Background: an optimization exercise with open tools, aiming at a short achievable clock period and few clock cycles per item. Do not read the settings as production practice. No run shown here included a check of the RTL's function; only the layout flow was run. The flow treats the clock pin as an ideal source, which a real chip does not have. Power is estimated from default activity; no workload was simulated.

### design/flow/config.mk
export PLATFORM = sky130hd
export DESIGN_NAME = tx_core
export DESIGN_NICKNAME = tx_core
export VERILOG_FILES = /design/flow/design.v
export SDC_FILE = /design/flow/constraint.sdc
export NUM_CORES = 4
export LEC_CHECK = 0
export CAP_MARGIN = 20
export CORE_MARGIN = 2
export CORE_UTILIZATION = 60
export SETUP_SLACK_MARGIN = 5
export SLEW_MARGIN = 20
export SYNTH_HIERARCHICAL = 1
export SYNTH_MINIMUM_KEEP_SIZE = 0
export TNS_END_PERCENT = 100
### design/flow/constraint.sdc
create_clock -name core_clock -period 9.0 [get_ports {clock}]
set_input_delay 1.8000 -clock core_clock [delete_from_list [all_inputs] [get_ports {clock}]]
set_output_delay 1.8000 -clock core_clock [all_outputs]
set_load 0.01 [all_outputs]
### design/flow/design.v
package tx_pkg;
	localparam int WORD_WIDTH = 32;
	localparam int ADDR_WIDTH = 32;
	localparam int LEN_WIDTH = 8;
	localparam int CSUM_WIDTH = 16;
	localparam int REG_ADDR_WIDTH = 4;
	localparam int DESC_WIDTH = ADDR_WIDTH + LEN_WIDTH;
	localparam int ACC_WIDTH = CSUM_WIDTH + 10;
	typedef logic [WORD_WIDTH-1:0] word_t;
	typedef logic [ADDR_WIDTH-1:0] addr_t;
	typedef logic [LEN_WIDTH-1:0] len_t;
	typedef logic [CSUM_WIDTH-1:0] csum_t;
	typedef logic [DESC_WIDTH-1:0] desc_t;
	typedef logic [REG_ADDR_WIDTH-1:0] reg_addr_t;
	localparam reg_addr_t REG_CTRL = 4'h0;
	localparam reg_addr_t REG_DESC_ADDR = 4'h4;
	localparam reg_addr_t REG_DESC_LEN = 4'h8;
	localparam reg_addr_t REG_STATUS = 4'hC;
	localparam int CTRL_EN_BIT = 0;
	localparam int CTRL_IRQ_EN_BIT = 1;
	localparam int DESC_FIFO_DEPTH = 4;
	localparam int META_FIFO_DEPTH = 4;
	localparam int CSUM_FIFO_DEPTH = 4;
	localparam int DATA_FIFO_DEPTH = 7;
endpackage
`timescale 1ns/1ns
module tx_fifo #(
	parameter int WIDTH = 8,
	parameter int DEPTH = 4
) (
	input wire logic clock,
	input wire logic arst_n_i,
	input wire logic push_i,
	input wire logic [WIDTH-1:0] push_data_i,
	input wire logic pop_i,
	output logic [WIDTH-1:0] head_o,
	output logic empty_o,
	output logic full_o
);
	localparam int PTR_WIDTH = (DEPTH > 1) ? $clog2(DEPTH) : 1;
	localparam int CNT_WIDTH = $clog2(DEPTH + 1);
	logic [WIDTH-1:0] mem [DEPTH];
	logic [PTR_WIDTH-1:0] wr_ptr_q;
	logic [PTR_WIDTH-1:0] rd_ptr_q;
	logic [CNT_WIDTH-1:0] count_q;
	logic head_v_q;
	logic [WIDTH-1:0] head_q;
	logic do_push;
	logic load;
	logic stored;
	logic [PTR_WIDTH-1:0] wr_ptr_next;
	logic [PTR_WIDTH-1:0] rd_ptr_next;
	assign wr_ptr_next = (wr_ptr_q == PTR_WIDTH'(DEPTH - 1)) ? '0 : wr_ptr_q + 1'b1;
	assign rd_ptr_next = (rd_ptr_q == PTR_WIDTH'(DEPTH - 1)) ? '0 : rd_ptr_q + 1'b1;
	assign do_push = push_i && !full_o;
	assign stored = (count_q != '0);
	assign load = (!head_v_q || pop_i) && (stored || do_push);
	always_ff @(posedge clock) begin
		if (do_push)
			mem[wr_ptr_q] <= push_data_i;
	end
	always_ff @(posedge clock) begin
		if (load)
			head_q <= stored ? mem[rd_ptr_q] : push_data_i;
	end
	always_ff @(posedge clock or negedge arst_n_i) begin
		if (!arst_n_i) begin
			wr_ptr_q <= '0;
			rd_ptr_q <= '0;
			count_q <= '0;
			head_v_q <= 1'b0;
			full_o <= 1'b0;
		end else begin
			if (do_push)
				wr_ptr_q <= wr_ptr_next;
			if (load)
				rd_ptr_q <= rd_ptr_next;
			case ({do_push, load})
				2'b10: count_q <= count_q + 1'b1;
				2'b01: count_q <= count_q - 1'b1;
				default: ;
			endcase
			if (load)
				head_v_q <= 1'b1;
			else if (pop_i)
				head_v_q <= 1'b0;
			case ({do_push, load})
				2'b10: full_o <= (count_q == CNT_WIDTH'(DEPTH - 1));
				2'b01: full_o <= 1'b0;
				default: ;
			endcase
		end
	end
	assign head_o = head_q;
	assign empty_o = !head_v_q;
endmodule
`timescale 1ns/1ns
module tx_mmr (
	input wire logic clock,
	input wire logic arst_n_i,
	input wire logic reg_wr_en_i,
	input tx_pkg::reg_addr_t reg_addr_i,
	input tx_pkg::word_t reg_wr_data_i,
	input wire logic desc_full_i,
	input wire logic frame_done_i,
	output tx_pkg::word_t reg_rd_data_o,
	output logic enable_o,
	output logic disable_o,
	output logic desc_push_o,
	output tx_pkg::desc_t desc_o,
	output logic channel_irq_o
);
	logic enable_q;
	logic irq_en_q;
	tx_pkg::addr_t desc_addr_q;
	logic pending_q;
	logic [7:0] frame_cnt_q;
	logic wr_ctrl;
	logic wr_addr;
	logic wr_len;
	logic wr_status;
	logic pending_d;
	logic irq_en_d;
	assign wr_ctrl = reg_wr_en_i && (reg_addr_i == tx_pkg::REG_CTRL);
	assign wr_addr = reg_wr_en_i && (reg_addr_i == tx_pkg::REG_DESC_ADDR);
	assign wr_len = reg_wr_en_i && (reg_addr_i == tx_pkg::REG_DESC_LEN);
	assign wr_status = reg_wr_en_i && (reg_addr_i == tx_pkg::REG_STATUS);
	assign pending_d = frame_done_i || (pending_q && !(wr_status && reg_wr_data_i[0]));
	assign irq_en_d = wr_ctrl ? reg_wr_data_i[tx_pkg::CTRL_IRQ_EN_BIT] : irq_en_q;
	always_ff @(posedge clock or negedge arst_n_i) begin
		if (!arst_n_i) begin
			enable_q <= 1'b0;
			irq_en_q <= 1'b0;
			desc_addr_q <= '0;
			pending_q <= 1'b0;
			frame_cnt_q <= '0;
		end else begin
			if (wr_ctrl)
				enable_q <= reg_wr_data_i[tx_pkg::CTRL_EN_BIT];
			irq_en_q <= irq_en_d;
			if (wr_addr)
				desc_addr_q <= reg_wr_data_i;
			if (frame_done_i)
				frame_cnt_q <= frame_cnt_q + 8'd1;
			pending_q <= pending_d;
		end
	end
	assign desc_push_o = wr_len && !desc_full_i;
	assign desc_o = {desc_addr_q, reg_wr_data_i[tx_pkg::LEN_WIDTH-1:0]};
	tx_pkg::word_t rd_ctrl;
	tx_pkg::word_t rd_status;
	always_comb begin
		rd_ctrl = '0;
		rd_ctrl[tx_pkg::CTRL_EN_BIT] = enable_q;
		rd_ctrl[tx_pkg::CTRL_IRQ_EN_BIT] = irq_en_q;
		rd_status = '0;
		rd_status[0] = pending_q;
		rd_status[15:8] = frame_cnt_q;
		rd_status[16] = desc_full_i;
	end
	for (genvar i = 0; i < tx_pkg::WORD_WIDTH; i++) begin : g_rd
		tx_rdbit #(
			.HAS_CTRL(i == tx_pkg::CTRL_EN_BIT || i == tx_pkg::CTRL_IRQ_EN_BIT),
			.HAS_STATUS(i == 0 || (i >= 8 && i <= 16))
		) rd_bit (
			.addr_i(reg_addr_i),
			.ctrl_i(rd_ctrl[i]), .desc_addr_i(desc_addr_q[i]), .status_i(rd_status[i]),
			.rd_o(reg_rd_data_o[i])
		);
	end
	assign enable_o = enable_q;
	assign disable_o = wr_ctrl && !reg_wr_data_i[tx_pkg::CTRL_EN_BIT];
	assign channel_irq_o = pending_q && irq_en_q;
endmodule
module tx_rdbit #(
	parameter bit HAS_CTRL = 1'b0,
	parameter bit HAS_STATUS = 1'b0
) (
	input tx_pkg::reg_addr_t addr_i,
	input wire logic ctrl_i,
	input wire logic desc_addr_i,
	input wire logic status_i,
	output logic rd_o
);
	if (HAS_STATUS && !HAS_CTRL) begin : g_two
		logic low_zero;
		logic sel_n;
		logic val_n;
		tx_nor2 low_nor (.a(addr_i[1]), .b(addr_i[0]), .y(low_zero));
		tx_nand2 sel_nand (.a(addr_i[2]), .b(low_zero), .y(sel_n));
		tx_mux2i val_mux (.s(addr_i[3]), .a0(desc_addr_i), .a1(status_i), .y(val_n));
		tx_nor2 out_nor (.a(sel_n), .b(val_n), .y(rd_o));
	end else if (HAS_STATUS && HAS_CTRL) begin : g_three
		logic hi_n;
		logic lo_n;
		logic val_n;
		logic low_any;
		tx_mux2i hi_mux (.s(addr_i[3]), .a0(desc_addr_i), .a1(status_i), .y(hi_n));
		tx_nand2b lo_nand (.a_n(addr_i[3]), .b(ctrl_i), .y(lo_n));
		tx_mux2 val_mux (.s(addr_i[2]), .a0(lo_n), .a1(hi_n), .y(val_n));
		tx_or2 low_or (.a(addr_i[1]), .b(addr_i[0]), .y(low_any));
		tx_nor2 out_nor (.a(val_n), .b(low_any), .y(rd_o));
	end else if (HAS_CTRL) begin : g_ctrl
		logic other;
		logic val_n;
		tx_or3 other_or (.a(addr_i[3]), .b(addr_i[1]), .c(addr_i[0]), .y(other));
		tx_mux2i val_mux (.s(addr_i[2]), .a0(ctrl_i), .a1(desc_addr_i), .y(val_n));
		tx_nor2 out_nor (.a(other), .b(val_n), .y(rd_o));
	end else begin : g_one
		assign rd_o = (addr_i == tx_pkg::REG_DESC_ADDR && desc_addr_i);
	end
endmodule
module tx_nor2 (
	input wire logic a,
	input wire logic b,
	output logic y
);
	assign y = !(a || b);
endmodule
module tx_nand2 (
	input wire logic a,
	input wire logic b,
	output logic y
);
	assign y = !(a && b);
endmodule
module tx_mux2i (
	input wire logic s,
	input wire logic a0,
	input wire logic a1,
	output logic y
);
	assign y = !(s ? a1 : a0);
endmodule
module tx_nand2b (
	input wire logic a_n,
	input wire logic b,
	output logic y
);
	assign y = !(!a_n && b);
endmodule
module tx_or2 (
	input wire logic a,
	input wire logic b,
	output logic y
);
	assign y = a || b;
endmodule
module tx_or3 (
	input wire logic a,
	input wire logic b,
	input wire logic c,
	output logic y
);
	assign y = a || b || c;
endmodule
module tx_mux2 (
	input wire logic s,
	input wire logic a0,
	input wire logic a1,
	output logic y
);
	assign y = s ? a1 : a0;
endmodule
`timescale 1ns/1ns
module tx_ctrl (
	input wire logic clock,
	input wire logic arst_n_i,
	input wire logic enable_i,
	input wire logic disable_i,
	input wire logic desc_empty_i,
	input tx_pkg::desc_t desc_i,
	input wire logic meta_pop_i,
	input wire logic data_pop_i,
	input wire logic csum_pop_i,
	input tx_pkg::word_t mem_rd_data_i,
	output logic desc_pop_o,
	output logic meta_push_o,
	output tx_pkg::len_t meta_len_o,
	output logic mem_rd_en_o,
	output tx_pkg::addr_t mem_addr_o,
	output logic word_valid_o,
	output tx_pkg::word_t word_o,
	output logic sof_o,
	output logic eof_o
);
	localparam int META_CAP = tx_pkg::META_FIFO_DEPTH + 1;
	localparam int CSUM_CAP = tx_pkg::CSUM_FIFO_DEPTH + 1;
	localparam int DATA_CAP = tx_pkg::DATA_FIFO_DEPTH + 1;
	localparam int META_CW = $clog2(META_CAP + 1);
	localparam int CSUM_CW = $clog2(CSUM_CAP + 1);
	localparam int DATA_CW = $clog2(DATA_CAP + 1);
	tx_pkg::addr_t addr_q;
	tx_pkg::len_t rem_q;
	logic act_q;
	logic first_q;
	logic rd_en_q;
	logic ret_v_q;
	logic ret_sof_q;
	logic ret_eof_q;
	logic [META_CW-1:0] meta_used_q;
	logic [CSUM_CW-1:0] csum_used_q;
	logic [DATA_CW-1:0] data_used_q;
	tx_pkg::addr_t desc_addr;
	tx_pkg::len_t desc_len;
	logic last;
	logic free;
	logic load;
	logic act_d;
	logic rd_en_d;
	logic room;
	assign desc_addr = desc_i[tx_pkg::DESC_WIDTH-1:tx_pkg::LEN_WIDTH];
	assign desc_len = desc_i[tx_pkg::LEN_WIDTH-1:0];
	assign last = (rem_q == '0);
	assign free = !act_q || (rd_en_q && last);
	assign load = free && !desc_empty_i
		&& (meta_used_q != META_CW'(META_CAP)) && (csum_used_q != CSUM_CW'(CSUM_CAP));
	assign act_d = load || (act_q && !(rd_en_q && last));
	assign room = (data_used_q < DATA_CW'(DATA_CAP - 1))
		|| ((data_used_q == DATA_CW'(DATA_CAP - 1)) && !rd_en_q);
	assign rd_en_d = act_d && enable_i && !disable_i && room;
	always_ff @(posedge clock or negedge arst_n_i) begin
		if (!arst_n_i) begin
			act_q <= 1'b0;
			rd_en_q <= 1'b0;
			ret_v_q <= 1'b0;
			ret_sof_q <= 1'b0;
			ret_eof_q <= 1'b0;
			meta_used_q <= '0;
			csum_used_q <= '0;
			data_used_q <= '0;
			rem_q <= '0;
			first_q <= 1'b0;
		end else begin
			act_q <= act_d;
			rd_en_q <= rd_en_d;
			if (load) begin
				rem_q <= desc_len - 1'b1;
				first_q <= 1'b1;
			end else if (rd_en_q) begin
				rem_q <= rem_q - 1'b1;
				first_q <= 1'b0;
			end
			ret_v_q <= rd_en_q;
			ret_sof_q <= rd_en_q && first_q;
			ret_eof_q <= rd_en_q && last;
			case ({load, meta_pop_i})
				2'b10: meta_used_q <= meta_used_q + 1'b1;
				2'b01: meta_used_q <= meta_used_q - 1'b1;
				default: ;
			endcase
			case ({load, csum_pop_i})
				2'b10: csum_used_q <= csum_used_q + 1'b1;
				2'b01: csum_used_q <= csum_used_q - 1'b1;
				default: ;
			endcase
			case ({rd_en_q, data_pop_i})
				2'b10: data_used_q <= data_used_q + 1'b1;
				2'b01: data_used_q <= data_used_q - 1'b1;
				default: ;
			endcase
		end
	end
	always_ff @(posedge clock) begin
		if (load)
			addr_q <= desc_addr;
		else if (rd_en_q)
			addr_q <= addr_q + 32'd4;
	end
	assign desc_pop_o = load;
	assign meta_push_o = load;
	assign meta_len_o = desc_len;
	assign mem_rd_en_o = rd_en_q;
	assign mem_addr_o = addr_q;
	assign word_valid_o = ret_v_q;
	assign sof_o = ret_sof_q;
	assign eof_o = ret_eof_q;
	assign word_o = mem_rd_data_i;
endmodule
`timescale 1ns/1ns
module tx_csum (
	input wire logic clock,
	input wire logic arst_n_i,
	input wire logic word_valid_i,
	input tx_pkg::word_t word_i,
	input wire logic sof_i,
	input wire logic eof_i,
	output logic csum_push_o,
	output tx_pkg::csum_t csum_o
);
	localparam int CW = tx_pkg::CSUM_WIDTH;
	localparam int HW = CW + 1;
	logic [HW-1:0] half_sum;
	tx_pkg::csum_t word_sum;
	tx_pkg::csum_t word_q;
	logic word_v_q;
	logic word_sof_q;
	logic word_eof_q;
	tx_pkg::csum_t acc_q;
	tx_pkg::csum_t base;
	logic [HW-1:0] run_sum;
	tx_pkg::csum_t acc_d;
	assign half_sum = HW'(word_i[CW-1:0]) + HW'(word_i[tx_pkg::WORD_WIDTH-1:CW]);
	assign word_sum = half_sum[CW-1:0] + CW'(half_sum[CW]);
	always_ff @(posedge clock) begin
		word_q <= word_sum;
	end
	always_ff @(posedge clock or negedge arst_n_i) begin
		if (!arst_n_i) begin
			word_v_q <= 1'b0;
			word_sof_q <= 1'b0;
			word_eof_q <= 1'b0;
		end else begin
			word_v_q <= word_valid_i;
			word_sof_q <= word_valid_i && sof_i;
			word_eof_q <= word_valid_i && eof_i;
		end
	end
	assign base = word_sof_q ? '0 : acc_q;
	assign run_sum = HW'(base) + HW'(word_q);
	assign acc_d = run_sum[CW-1:0] + CW'(run_sum[CW]);
	always_ff @(posedge clock) begin
		if (word_v_q)
			acc_q <= acc_d;
	end
	assign csum_push_o = word_v_q && word_eof_q;
	assign csum_o = ~acc_d;
endmodule
`timescale 1ns/1ns
module tx_core (
	input wire logic clock,
	input wire logic arst_n_i,
	input wire logic reg_wr_en_i,
	input tx_pkg::reg_addr_t reg_addr_i,
	input tx_pkg::word_t reg_wr_data_i,
	output tx_pkg::word_t reg_rd_data_o,
	output logic mem_rd_en_o,
	output tx_pkg::addr_t mem_addr_o,
	input tx_pkg::word_t mem_rd_data_i,
	input wire logic meta_rd_en_i,
	output tx_pkg::len_t meta_data_o,
	output logic meta_empty_o,
	input wire logic data_rd_en_i,
	output tx_pkg::word_t data_o,
	output logic data_empty_o,
	input wire logic csum_rd_en_i,
	output tx_pkg::csum_t csum_o,
	output logic csum_empty_o,
	output logic channel_irq_o
);
	logic enable;
	logic disable_now;
	logic desc_push;
	tx_pkg::desc_t desc_in;
	logic desc_pop;
	tx_pkg::desc_t desc_head;
	logic desc_empty;
	logic desc_full;
	logic meta_push;
	tx_pkg::len_t meta_len;
	logic word_valid;
	tx_pkg::word_t word;
	logic sof;
	logic eof;
	logic csum_push;
	tx_pkg::csum_t csum_val;
	logic frame_done;
	logic meta_pop;
	logic data_pop;
	logic csum_pop;
	assign frame_done = csum_push;
	assign meta_pop = meta_rd_en_i && !meta_empty_o;
	assign data_pop = data_rd_en_i && !data_empty_o;
	assign csum_pop = csum_rd_en_i && !csum_empty_o;
	tx_mmr tx_mmr_0 (
		.clock, .arst_n_i,
		.reg_wr_en_i, .reg_addr_i, .reg_wr_data_i, .reg_rd_data_o,
		.desc_full_i(desc_full), .frame_done_i(frame_done),
		.enable_o(enable), .disable_o(disable_now), .desc_push_o(desc_push), .desc_o(desc_in),
		.channel_irq_o
	);
	tx_ctrl tx_ctrl_0 (
		.clock, .arst_n_i,
		.enable_i(enable), .disable_i(disable_now), .desc_empty_i(desc_empty), .desc_i(desc_head),
		.meta_pop_i(meta_pop), .data_pop_i(data_pop), .csum_pop_i(csum_pop),
		.mem_rd_data_i,
		.desc_pop_o(desc_pop), .meta_push_o(meta_push), .meta_len_o(meta_len),
		.mem_rd_en_o, .mem_addr_o,
		.word_valid_o(word_valid), .word_o(word), .sof_o(sof), .eof_o(eof)
	);
	tx_csum tx_csum_0 (
		.clock, .arst_n_i,
		.word_valid_i(word_valid), .word_i(word), .sof_i(sof), .eof_i(eof),
		.csum_push_o(csum_push), .csum_o(csum_val)
	);
	tx_fifo #(.WIDTH(tx_pkg::DESC_WIDTH), .DEPTH(tx_pkg::DESC_FIFO_DEPTH)) desc_fifo (
		.clock, .arst_n_i,
		.push_i(desc_push), .push_data_i(desc_in), .pop_i(desc_pop),
		.head_o(desc_head), .empty_o(desc_empty), .full_o(desc_full)
	);
	tx_fifo #(.WIDTH(tx_pkg::LEN_WIDTH), .DEPTH(tx_pkg::META_FIFO_DEPTH)) meta_fifo (
		.clock, .arst_n_i,
		.push_i(meta_push), .push_data_i(meta_len), .pop_i(meta_rd_en_i),
		.head_o(meta_data_o), .empty_o(meta_empty_o), .full_o()
	);
	tx_fifo #(.WIDTH(tx_pkg::WORD_WIDTH), .DEPTH(tx_pkg::DATA_FIFO_DEPTH)) data_fifo (
		.clock, .arst_n_i,
		.push_i(word_valid), .push_data_i(word), .pop_i(data_rd_en_i),
		.head_o(data_o), .empty_o(data_empty_o), .full_o()
	);
	tx_fifo #(.WIDTH(tx_pkg::CSUM_WIDTH), .DEPTH(tx_pkg::CSUM_FIFO_DEPTH)) csum_fifo (
		.clock, .arst_n_i,
		.push_i(csum_push), .push_data_i(csum_val), .pop_i(csum_rd_en_i),
		.head_o(csum_o), .empty_o(csum_empty_o), .full_o()
	);
endmodule
### design/flow/flow/run.sh
#!/bin/bash
# The standard layout, with two changes for the register read port:
# its pins are placed as one group, and after placement each address
# input is driven straight from its (upsized) input buffer, a net that
# later timing repair leaves alone.
set -uo pipefail
here=$(pwd)
bash standard.sh \
	PRE_IO_PLACEMENT_TCL="$here/flow/pre_io.tcl" \
	POST_RESIZE_TCL="$here/flow/fixaddr.tcl" \
	> "$here/standard.log" 2>&1
status=$?
tail -5 "$here/standard.log"
exit $status
### design/flow/flow/fixaddr.tcl
# Drive each register-address input straight from its input buffer:
# remove the buffers between that buffer and the read mux, give the
# input buffer the strongest size, and mark its net don't-touch
proc my_fix_addr_nets {} {
  set block [ord::get_db_block]
  foreach port [get_ports reg_addr_i*] {
    set pnet [$block findNet [get_full_name $port]]
    set inbuf ""
    foreach it [$pnet getITerms] {
      if {[$it isInputSignal]} { set inbuf [$it getInst] }
    }
    if {$inbuf eq ""} { continue }
    set todo {}
    foreach it [$inbuf getITerms] {
      if {[$it isOutputSignal]} { set onet [$it getNet] }
    }
    set front [list $onet]
    while {[llength $front]} {
      set n [lindex $front 0]
      set front [lrange $front 1 end]
      foreach it [$n getITerms] {
        if {![$it isInputSignal]} { continue }
        set inst [$it getInst]
        set m [[$inst getMaster] getName]
        if {[string match "sky130_fd_sc_hd__buf_*" $m] || [string match "sky130_fd_sc_hd__clkbuf_*" $m]} {
          lappend todo [$inst getName]
          foreach ot [$inst getITerms] {
            if {[$ot isOutputSignal]} { lappend front [$ot getNet] }
          }
        }
      }
    }
    puts "addr net [get_full_name $port]: input buffer [$inbuf getName], removing [llength $todo] buffers"
    if {[llength $todo]} { remove_buffers [get_cells $todo] }
    replace_cell [get_cells [$inbuf getName]] sky130_fd_sc_hd__buf_16
    # and keep later timing repair from buffering it again
    set_dont_touch [get_nets [$onet getName]]
  }
}

my_fix_addr_nets
### design/flow/flow/pre_io.tcl
# Keep the register read port together: the address pins in the middle
# of the read data pins, so the read mux sits in one small area
set_io_pin_constraint -group -order -pin_names {reg_rd_data_o[0] reg_rd_data_o[1] reg_rd_data_o[2] reg_rd_data_o[3] reg_rd_data_o[4] reg_rd_data_o[5] reg_rd_data_o[6] reg_rd_data_o[7] reg_rd_data_o[8] reg_rd_data_o[9] reg_rd_data_o[10] reg_rd_data_o[11] reg_rd_data_o[12] reg_rd_data_o[13] reg_rd_data_o[14] reg_rd_data_o[15] reg_addr_i[0] reg_addr_i[1] reg_addr_i[2] reg_addr_i[3] reg_rd_data_o[16] reg_rd_data_o[17] reg_rd_data_o[18] reg_rd_data_o[19] reg_rd_data_o[20] reg_rd_data_o[21] reg_rd_data_o[22] reg_rd_data_o[23] reg_rd_data_o[24] reg_rd_data_o[25] reg_rd_data_o[26] reg_rd_data_o[27] reg_rd_data_o[28] reg_rd_data_o[29] reg_rd_data_o[30] reg_rd_data_o[31]}
### design/flow/standard.sh
#!/bin/bash
# synth_recipe.tcl (not shown) runs the flow's synth.tcl, then flattens the netlist and writes it again
# the make line also repeats each setting of config.mk as NAME=value (left out here)
make -C /OpenROAD-flow-scripts/flow DESIGN_CONFIG=/design/flow/config.mk WORK_HOME=/design/flow/orfs CLKGATE_MAP_FILE= SYNTH_SCRIPT=/design/flow/synth_recipe.tcl "${@:-finish}"
==> results.yml, run 1 <==
route:
  drt-pass1-iter-count: 5
  wl_um: 71300
  vias_per_cell: 5.84
  num_vias: 18300
  ant_nets: 0
  drc: 0
  post_drt_wl_per_cell_um: 22.8
  drt-initial-drc-count: 1050
setup_path:
  reg2reg_to: "csum_fifo.head_q[14]"
  criticalPathCategory: "input pin to primary output"
  cp_max_fo: 36
  reg2reg_from: "tx_csum_0.word_sof_q"
  startpoint: "reg_addr_i[3]"
  ff2ff_path_depth: 18
  cp.arrival_ns: 2.59
  rrSetupSlack_ns: 4.84
  endpoint: "reg_rd_data_o[0]"
  crit_required_ns: 7.20
  crit_path_start_kind: "input pin"
  critPathCaptureType: "primary output"
sta:
  slew_viol_final: 0
  worst_pin_slew_ns: 1.12
  grt_setup_unrepaired: "yes"
  min_period_ns: 4.39
  hold_viol: 0
  final.period_utilization_pct: 48.8
  fin_setup_tns_ns: 0
  holdWs_ns: 0.447
  setup_viol_count_final: 0
  clock_skew_ns: 0.0241
  fmax_ghz: 0.228
  relSlewSlack_pct: 25.3
logic_synthesis:
  syn-num-nets: 2221
  syn_area_per_cell_um2: 16.2
  synth_area_um2: 33500
  postSynthCellCount: 2071
  ys.warnings.count: 13
power:
  power_leakage_nw: 14.2
  power_density_nw_per_um2: 286
  vdd_drop_max_mv: 0.200
floorplanning:
  die_height_um: 240
  num_rows: 86
  design.core.area_um2: 55200
  dieArea_um2: 57800
  start_util_pct: 60.8
  die_x_um: 240
  ios: 199
global_routing:
  grt_pass1_vias: 18500
  gr-total-overflow: 0
  grt_pass1_wl_um: 107000
  grt_max_degree: 69
  grt_use_total_pct: 24.7
  antenna_found_initial: 2
layout:
  design_area_um2: 39500
  multiInputGateArea_um2: 11600
  syn_to_final_growth_pct: 17.8
  final_cell_mix: "edfxtp_1 (624), clkdlybuf4s50_1 (134), nor2_1 (100), dfrtp_1 (100), mux4_2 (88)"
  seqCellArea_um2: 21800
  layout-drive-gt1-share_pct: 28.0
  nets: 2464
  diodes: 0
  final_common_cell: "edfxtp_1"
  fill_cells: 3609
clock_tree:
  clk_path_buf_depth: 3
  cts.sinks: 748
  cts_tree: "built"
  clock_latency_ns: 0.62
  cts_root_buffer: "clkbuf_16"
  numCtsBuffers: 77
  htree_levels: 3
  clkTransAtPathRegs_ns: 0.05
placement:
  port_buffers: 198
  gp_congestion: 0.860
  dp_hpwl_um: 43500
  dpl_cell_area_um2: 36000
job:
  drv_cap: 0
outcome:
  status: "complete, no violations"
worst_hold_path:
  min_path_type: "register to register"
[per-layer routing]
| layer | track usage [%] | share of wire [%] | vias to the layer above | wire, um |
|---|---|---|---|---|
| met5 | 0 | 0.034 | - | 24 |
| met2 | 41.8 | 51 | 477 | 36100 |
| met4 | 6.91 | 1.9 | 4 | 1340 |
| li1 | - | - | 8362 | - |
| met3 | 4.56 | 5.6 | 91 | 3970 |
| met1 | 33.1 | 42 | 9330 | 29900 |
[through the flow]
step	power (mW)	util (%)	instances	setup slack [ns]
finish	11.3	71.6	3126	4.61
global route	11.8	71.6	3126	4.58
CTS	11.1	70.5	3085	4.60
detailed placement	7.74	65.2	2921	3.48
global placement	7.65	65.1	2923	3.02
floorplan	6.84	-	2071	4.35
[what timing repair did]
action | in CTS | in global routing
endpoints found under the setup margin | 168 | 143
buffers inserted | 21 | 41
resized for setup | 294 | 111
pin swaps | 40 | 43
hold buffers | 0 | 0
[worst min path at each step]
stage | from | end | depth (start not counted) | slack (ns)
6_report | tx_ctrl_0.ret_sof_q | tx_csum_0.word_sof_q | 1 | 0.45
5_1_grt | tx_ctrl_0.ret_sof_q | tx_csum_0.word_sof_q | 1 | 0.46
4_1_cts | tx_ctrl_0.ret_sof_q | tx_csum_0.word_sof_q | 1 | 0.45
3_5_place_dp | tx_ctrl_0.ret_sof_q | tx_csum_0.word_sof_q | 1 | 0.44
3_3_place_gp | tx_ctrl_0.ret_sof_q | tx_csum_0.word_sof_q | 1 | 0.44
2_1_floorplan | tx_ctrl_0.ret_v_q | tx_csum_0.word_v_q | 0 | 0.40
[layout make-up]
type,instances,area share (%)
Clock inverter,40,0.943
Multi-Input combinational cell,1164,29.2
Inverter,40,0.418
Clock buffer,103,5.53
Timing Repair Buffer,283,6.43
Sequential cell,748,55.1
Tap cell,748,2.37
[sequential cells by signal, summed over array words and instances (netlist names), 4 cells and up]
signal,flops
tx_mmr_0.frame_cnt_q,8
tx_csum_0.word_q,16
tx_csum_0.acc_q,16
desc_fifo.head_q,40
meta_fifo.mem,32
desc_fifo.mem,160
data_fifo.mem,224
meta_fifo.head_q,8
data_fifo.head_q,32
csum_fifo.head_q,16
csum_fifo.mem,64
tx_ctrl_0.rem_q,8
tx_ctrl_0.addr_q,32
tx_ctrl_0.data_used_q,4
tx_mmr_0.desc_addr_q,32
[critical path: stages]
cell	delay [ns]
buf_16	0.15
nand2b_4	0.15
mux2_4	0.28
nor2_4	0.09
buf_6	0.11
[where the power goes]
group	switching [mW]	leakage (nW)	internal [mW]	total [mW]
Sequential	0.428	7.11	4.47	4.89
Clock	1.31	1.25	1.88	3.20
Combinational	1.61	5.84	1.59	3.20
==> run 2: changes to the inputs <==
--- a/design/flow/flow/run.sh
+++ b/design/flow/flow/run.sh
@@ -10,2 +10,3 @@
 	POST_RESIZE_TCL="$here/flow/fixaddr.tcl" \
+	SETUP_MOVE_SEQUENCE=unbuffer,sizeup,swap,clone \
 	> "$here/standard.log" 2>&1
==> run 2 against run 1 <==
Net effect:
- combinational power is 7.2% lower
- critical path type unchanged
- die area stayed put
- still clean
- area after synthesis stayed put
- worst hold slack hardly changed
- power is 2.0% lower
- sequential power hardly changed
- fmax is 0.72% lower
- flip-flop and latch count stayed put
- final cell count is 1.8% lower
- via count is 0.72% lower
==> results.yml, run 2 <==
layout:
  largest_reg_flops: 224
  nets: 2408
  design_area_um2: 39200
  top_regs: "data_fifo.mem: 224 flops, desc_fifo.mem: 160 flops, csum_fifo.mem: 64 flops"
  final_common_cell: "edfxtp_1"
  syn_to_final_growth_pct: 16.9
  regMostFlops: "data_fifo.mem"
  final_cell_mix: "edfxtp_1 (624), clkdlybuf4s50_1 (136), dfrtp_1 (100)"
  layout-drive-gt1-share_pct: 27.0
setup_path:
  cp.arrival_ns: 2.63
  critPathMaxStageDelay_ns: 0.41
  crit_path_cell_trace: "buf_16, or3_4, nor2_2, buf_2"
  crit_required_ns: 7.20
  cp_num_cells: 4
  cpLargestDelayFamily: "simple AND/OR/NAND/NOR gates"
  reg2reg_from: "tx_csum_0.word_sof_q"
  cpMaxStageDelayCell: "or3_4"
  crit_path_start_kind: "input pin"
  ff2ff_path_depth: 18
  crit_buf_inv: 2
  criticalPathCategory: "input pin to primary output"
  critPathCaptureType: "primary output"
  cp_max_fo: 34
  startpoint: "reg_addr_i[1]"
logic_synthesis:
  postSynthCellCount: 2071
  syn_area_per_cell_um2: 16.2
  synth_area_um2: 33500
  syn-num-nets: 2221
  ys.warnings.count: 13
sta:
  relSlewSlack_pct: 24.3
  min_period_ns: 4.43
  final.period_utilization_pct: 49.2
  setup_viol_count_final: 0
  hold_viol: 0
  fmax_ghz: 0.226
  fin_setup_tns_ns: 0
  grt_setup_unrepaired: "yes"
  clock_skew_ns: 0.0244
  slew_viol_final: 0
  worst_pin_slew_ns: 1.13
clock_tree:
  cts_tree: "built"
  clkTransAtPathRegs_ns: 0.05
  cts.repair_timing.setup_buffer_count: 0
  numCtsBuffers: 77
  htree_levels: 3
  cts_root_buffer: "clkbuf_16"
  clock_latency_ns: 0.62
  cts.sinks: 748
  clk_path_buf_depth: 3
global_routing:
  grt_pass1_vias: 18400
  grt_use_total_pct: 24.8
  grt_max_degree: 69
  grt_pass1_wl_um: 107000
  gr-total-overflow: 0
  antenna_found_initial: 3
route:
  drt-initial-drc-count: 1000
  vias_per_cell: 5.90
  num_vias: 18100
  ant_nets: 0
  drt-pass1-iter-count: 5
  dr_wl_met3_um: 3940
  post_drt_wl_per_cell_um: 23.1
  routed.top_layer: "met5"
  drc: 0
  wl_um: 70900
  wl_met1_um: 29800
  wl_met2_um: 35600
floorplanning:
  dieArea_um2: 57800
  design.core.area_um2: 55200
  start_util_pct: 60.8
  num_rows: 86
  ios: 199
  die_x_um: 240
  die_height_um: 240
job:
  drv_cap: 0
power:
  power_density_nw_per_um2: 282
  vdd_drop_max_mv: 0.203
  power_leakage_nw: 13.9
worst_hold_path:
  min_path_type: "register to register"
  holdCritStartpoint: "tx_ctrl_0.ret_sof_q"
  whs_path_depth: 1
outcome:
  status: "complete, no violations"
placement:
  dp_hpwl_um: 43500
  port_buffers: 198
  dpl_cell_area_um2: 36000
  gp_congestion: 0.860
[run 2: where the power goes]
| group | total [mW] | switching, mW | internal (mW) |
|---|---|---|---|
| clock | 3.20 | 1.31 | 1.88 |
| sequential | 4.89 | 0.428 | 4.46 |
| combinational | 2.97 | 1.54 | 1.44 |
[run 2: cell type report]
| class | count | area (um^2) |
|---|---|---|
| Multi-Input combinational cell | 1167 | 11700 |
| Inverter | 40 | 181 |
| Fill cell | 3630 | 16000 |
| Timing Repair Buffer | 223 | 2080 |
| Clock inverter | 40 | 373 |
| Clock buffer | 103 | 2190 |
| Timing Repair inverter | 1 | 11.3 |
| Sequential cell | 748 | 21800 |
| Tap cell | 748 | 936 |
| Antenna cell | 1 | 2.50 |
[run 2: per-layer routing]
metal  vias to the layer above  global-route usage [%]
met4                         6                    7.36
met5                         -                       0
met1                      9291                    33.1
met2                       464                    41.6
met3                        99                    4.71
li1                       8272                       -
[run 2: worst paths after layout]
kind	endpoint	slack (ns)
max in group asynchronous	data_fifo.rd_ptr_q[1]	6.32
min	tx_csum_0.word_sof_q	0.45
min reg2reg	tx_csum_0.word_sof_q	0.45
max	reg_rd_data_o[1]	4.57
max reg2reg	csum_fifo.head_q[15]	4.71
min in group asynchronous	tx_mmr_0.desc_addr_q[19]	1.22
[run 2: through the flow]
stage               setup WS, ns  util, %  power (mW)  hold slack [ns]  cells
floorplan                   4.35        -        6.84            0.405   2071
global placement            3.02     65.1        7.65            0.438   2923
detailed placement          3.48     65.2        7.74            0.439   2921
CTS                         4.60     70.5        11.1            0.451   3068
global route                4.50     71.0        11.6            0.463   3070
finish                      4.57     71.0        11.1            0.447   3071
[run 2: timing repair]
item / 4_1_cts / 5_1_grt
gates cloned: 4 / 2
setup endpoints to repair: 168 / 158
pin swaps: 31 / 27
gates resized for setup: 280 / 119
hold buffers: 0 / 0
==> run 3: changes to the inputs <==
--- a/design/flow/flow/run.sh
+++ b/design/flow/flow/run.sh
@@ -10,3 +10,3 @@
 	POST_RESIZE_TCL="$here/flow/fixaddr.tcl" \
-	SETUP_MOVE_SEQUENCE=unbuffer,sizeup,swap,clone \
+	POST_CTS_TCL="$here/flow/sizeaddr.tcl" \
 	> "$here/standard.log" 2>&1
==> design/flow/flow/sizeaddr.tcl (new file) <==
# After clock tree synthesis: let timing repair resize the cells on the
# register-address nets (sizing and pin swaps only), then keep the nets
# don't-touch again so no buffers are added to them later
set addr_nets {}
foreach port [get_ports reg_addr_i*] {
  foreach pin [get_pins -of_objects [get_nets -of_objects $port]] {
    set inst [get_cells -of_objects $pin]
    foreach opin [get_pins -of_objects $inst -filter "direction == output"] {
      lappend addr_nets [get_nets -of_objects $opin]
    }
  }
}
estimate_parasitics -placement
unset_dont_touch $addr_nets
repair_timing -setup -setup_margin 5 -sequence "sizeup,swap" -verbose
set_dont_touch $addr_nets
detailed_placement
==> run 3 against run 2 <==
Net effect:
- area after synthesis is the same
- the run now fails in 4_1_cts
- synthesized cell count is the same
==> results.yml, run 3 <==
logic_synthesis:
  postSynthCellCount: 2071
  syn-num-nets: 2221
  syn_area_per_cell_um2: 16.2
  synth_area_um2: 33500
  ys.warnings.count: 13
outcome:
  status: "aborted with a tool error"
  error: "[ERROR STA-0100] unsupported object type Port."
  stop_stage: "4_1_cts"
floorplanning:
  start_util_pct: 60.8
  num_rows: 86
  ios: 199
  die_height_um: 240
  die_x_um: 240
placement:
  port_buffers: 198
  gp_congestion: 0.860
  dp_hpwl_um: 43500
  dpl_cell_area_um2: 36000
clock_tree:
  cts.sinks: 748
## run 3: through the flow
stage          utilization, %  hold slack (ns)  instances  setup WS [ns]
3_5_place_dp             65.2            0.439       2921           3.48
3_3_place_gp             65.1            0.438       2923           3.02
2_1_floorplan               -            0.405       2071           4.35
## run 3: how the worst min path moves through the flow
stage	slack, ns	end
floorplan	0.40	tx_csum_0.word_v_q
global placement	0.44	tx_csum_0.word_sof_q
detailed placement	0.44	tx_csum_0.word_sof_q
## run 3: power by group through the flow
| stage | Combinational, mW | Clock (mW) | Sequential (mW) |
|---|---|---|---|
| after floorplan | 2.05 | 0 | 4.79 |
| after global placement | 2.70 | 0 | 4.95 |
| after detailed placement | 2.77 | 0 | 4.96 |
==> run 4: changes to the inputs <==
--- a/design/flow/flow/sizeaddr.tcl
+++ b/design/flow/flow/sizeaddr.tcl
@@ -5,3 +5,3 @@
 foreach port [get_ports reg_addr_i*] {
-  foreach pin [get_pins -of_objects [get_nets -of_objects $port]] {
+  foreach pin [get_pins -of_objects [get_nets [get_full_name $port]]] {
     set inst [get_cells -of_objects $pin]
==> run 4 against run 3 <==
Net effect:
- now clean on timing, DRC and antenna
- area after synthesis stayed put
- synthesized cell count stayed put
==> results.yml, run 4 <==
floorplanning:
  dieArea_um2: 57800
  design.core.area_um2: 55200
  die_height_um: 240
  start_util_pct: 60.8
  num_rows: 86
  die_x_um: 240
  ios: 199
global_routing:
  grt_pass1_wl_um: 108000
  grt_pass1_vias: 18500
  grt_use_total_pct: 24.8
  antenna_found_initial: 2
  grt_max_degree: 69
  gr-total-overflow: 0
sta:
  finalWorstSetupSlack_ns: 4.60
  fmax_ghz: 0.227
  fin_setup_tns_ns: 0
  worst_pin_slew_ns: 1.11
  min_period_ns: 4.40
  clock_skew_ns: 0.0258
  slew_viol_final: 0
  relSlewSlack_pct: 26.0
  final.period_utilization_pct: 48.9
  setup_viol_count_final: 0
  hold_viol: 0
  grt_setup_unrepaired: "yes"
route:
  drc: 0
  vias_per_cell: 5.85
  drt-pass1-iter-count: 5
  drt-initial-drc-count: 1059
  post_drt_wl_per_cell_um: 22.8
  wl_um: 70800
  ant_nets: 0
  num_vias: 18200
setup_path:
  cp_max_fo: 36
  critPathMaxStageDelay_ns: 0.28
  critPathCaptureType: "primary output"
  crit_path_start_kind: "input pin"
  rrSetupSlack_ns: 4.91
  cp.arrival_ns: 2.60
  reg2reg_to: "csum_fifo.head_q[14]"
  crit_required_ns: 7.20
  criticalPathCategory: "input pin to primary output"
  cpMaxStageDelayCell: "mux2_4"
  ff2ff_path_depth: 18
  crit_path_cell_trace: "buf_16, nand2b_4, mux2_4, nor2_4, buf_6"
  reg2reg_from: "tx_csum_0.word_sof_q"
  crit_buf_inv: 2
  cpLargestDelayFamily: "multiplexers"
logic_synthesis:
  syn-num-nets: 2221
  ys.warnings.count: 13
  synth_area_um2: 33500
  syn_area_per_cell_um2: 16.2
  postSynthCellCount: 2071
layout:
  design_area_um2: 39400
  regMostFlops: "data_fifo.mem"
  diodes: 0
  final_cell_mix: "edfxtp_1 (624), clkdlybuf4s50_1 (134), dfrtp_1 (100)"
  layout.cells.non_filler: 3111
  fill_cells: 3618
  nets: 2449
  top_regs: "data_fifo.mem: 224 flops, desc_fifo.mem: 160 flops, csum_fifo.mem: 64 flops"
  layout-drive-gt1-share_pct: 27.5
  final_common_cell: "edfxtp_1"
  syn_to_final_growth_pct: 17.4
  largest_reg_flops: 224
clock_tree:
  clock_latency_ns: 0.62
  cts_tree: "built"
  clkTransAtPathRegs_ns: 0.05
  cts.sinks: 748
placement:
  dp_hpwl_um: 43500
  dpl_cell_area_um2: 36000
  place_inst: 2921
  pre_cts_ws_ns: 3.48
  port_buffers: 198
  gp_congestion: 0.860
power:
  p_total_mw: 11.2
  power_density_nw_per_um2: 285
  vdd_drop_max_mv: 0.201
  power_leakage_nw: 14.1
outcome:
  status: "complete, no violations"
job:
  drv_cap: 0
worst_hold_path:
  min_path_type: "register to register"
  whs_path_depth: 1
  holdCritStartpoint: "tx_ctrl_0.ret_sof_q"
  hold_end: "tx_csum_0.word_sof_q"
==> run 4: worst register-to-register path: cells and delay by family, from the launching register on <==
kind                     cells  cell delay (ns)
AO/OA/AOI/OAI                7             1.13
AND/OR/NAND/NOR              5             0.99
adder cells (fa/ha/maj)      4             0.71
flip-flops                   1             0.47
multiplexers                 1             0.28
XOR/XNOR                     1             0.27
==> run 4: metal layers <==
| layer | part of all wire (%) | vias up | global-route usage [%] |
|---|---|---|---|
| li1 | - | 8338 | - |
| met4 | 1.8 | 2 | 6.61 |
| met2 | 51 | 462 | 42.0 |
| met1 | 42 | 9322 | 33.3 |
| met3 | 5.6 | 90 | 4.29 |
| met5 | 0.017 | - | 0 |
==> run 4: how the worst max path moves through the flow <==
stage                       from              endpoint  slack, ns  depth (start not counted)
2_1_floorplan  mem_rd_data_i[16]  tx_csum_0.word_q[14]       4.35                         17
5_1_grt            reg_addr_i[0]      reg_rd_data_o[1]       4.58                          4
6_report           reg_addr_i[3]      reg_rd_data_o[0]       4.60                          5
3_3_place_gp       reg_addr_i[3]      reg_rd_data_o[0]       3.02                          5
3_5_place_dp   mem_rd_data_i[16]  tx_csum_0.word_q[14]       3.48                         17
==> run 4: where the power goes <==
part / switching [mW] / internal, mW / leakage, nW
combinational: 1.58 / 1.56 / 5.77
sequential: 0.427 / 4.47 / 7.11
clock: 1.31 / 1.88 / 1.25
total: 3.32 / 7.91 / 14.1
==> run 4: cell type report <==
class                           count  area [um^2]  area share, %
Inverter                           40          165          0.419
Multi-Input combinational cell   1164        11600           29.3
Clock inverter                     40          373          0.946
Clock buffer                      103         2190           5.55
Timing Repair Buffer              268         2400           6.10
Sequential cell                   748        21800           55.3
Tap cell                          748          936           2.38
==> run 4: stage by stage <==
stage / utilization (%) / hold WS (ns)
floorplan: - / 0.405
global placement: 65.1 / 0.438
detailed placement: 65.2 / 0.439
finish: 71.4 / 0.447
global route: 71.4 / 0.463

-- re-timing with driven ports --
The results above use ideal ports. As a check the final layouts listed here were re-extracted and re-timed, cells and wires unchanged.
Step 1 sets driving cells, clkbuf_16 on the clock port and buf_2 on the other inputs (assumed; they add their load-dependent delay and slew).
Step 2 times the ports against the registers' clock, not the clock port: input delays grow and output delays shrink by t, the midpoint of the rising clock arrivals with the driver on.
Three values: no drivers, after step 1, after step 2; two values: the first two.
| run | shift t [ns] | setup WS [ns] | worst hold slack (ns) | worst setup path at the end | latest minus earliest clock arrival (ns) |
|---|---|---|---|---|---|
| run 1 | 0.666 | 4.606 / 4.541 / 4.218 | 0.447 / 0.447 / 0.447 | input to register | 0.025 / 0.024 |
| run 2 | 0.668 | 4.574 / 4.509 / 4.070 | 0.447 / 0.447 / 0.447 | input to register | 0.024 / 0.024 |
| run 4 | 0.665 | 4.598 / 4.530 / 4.183 | 0.447 / 0.447 / 0.447 | input to register | 0.026 / 0.026 |
After both steps setup and hold are still met in every run listed. For run 2, which loses most, drivers alone change the setup slack by -0.065 ns; drivers and shift together by -0.504 ns.
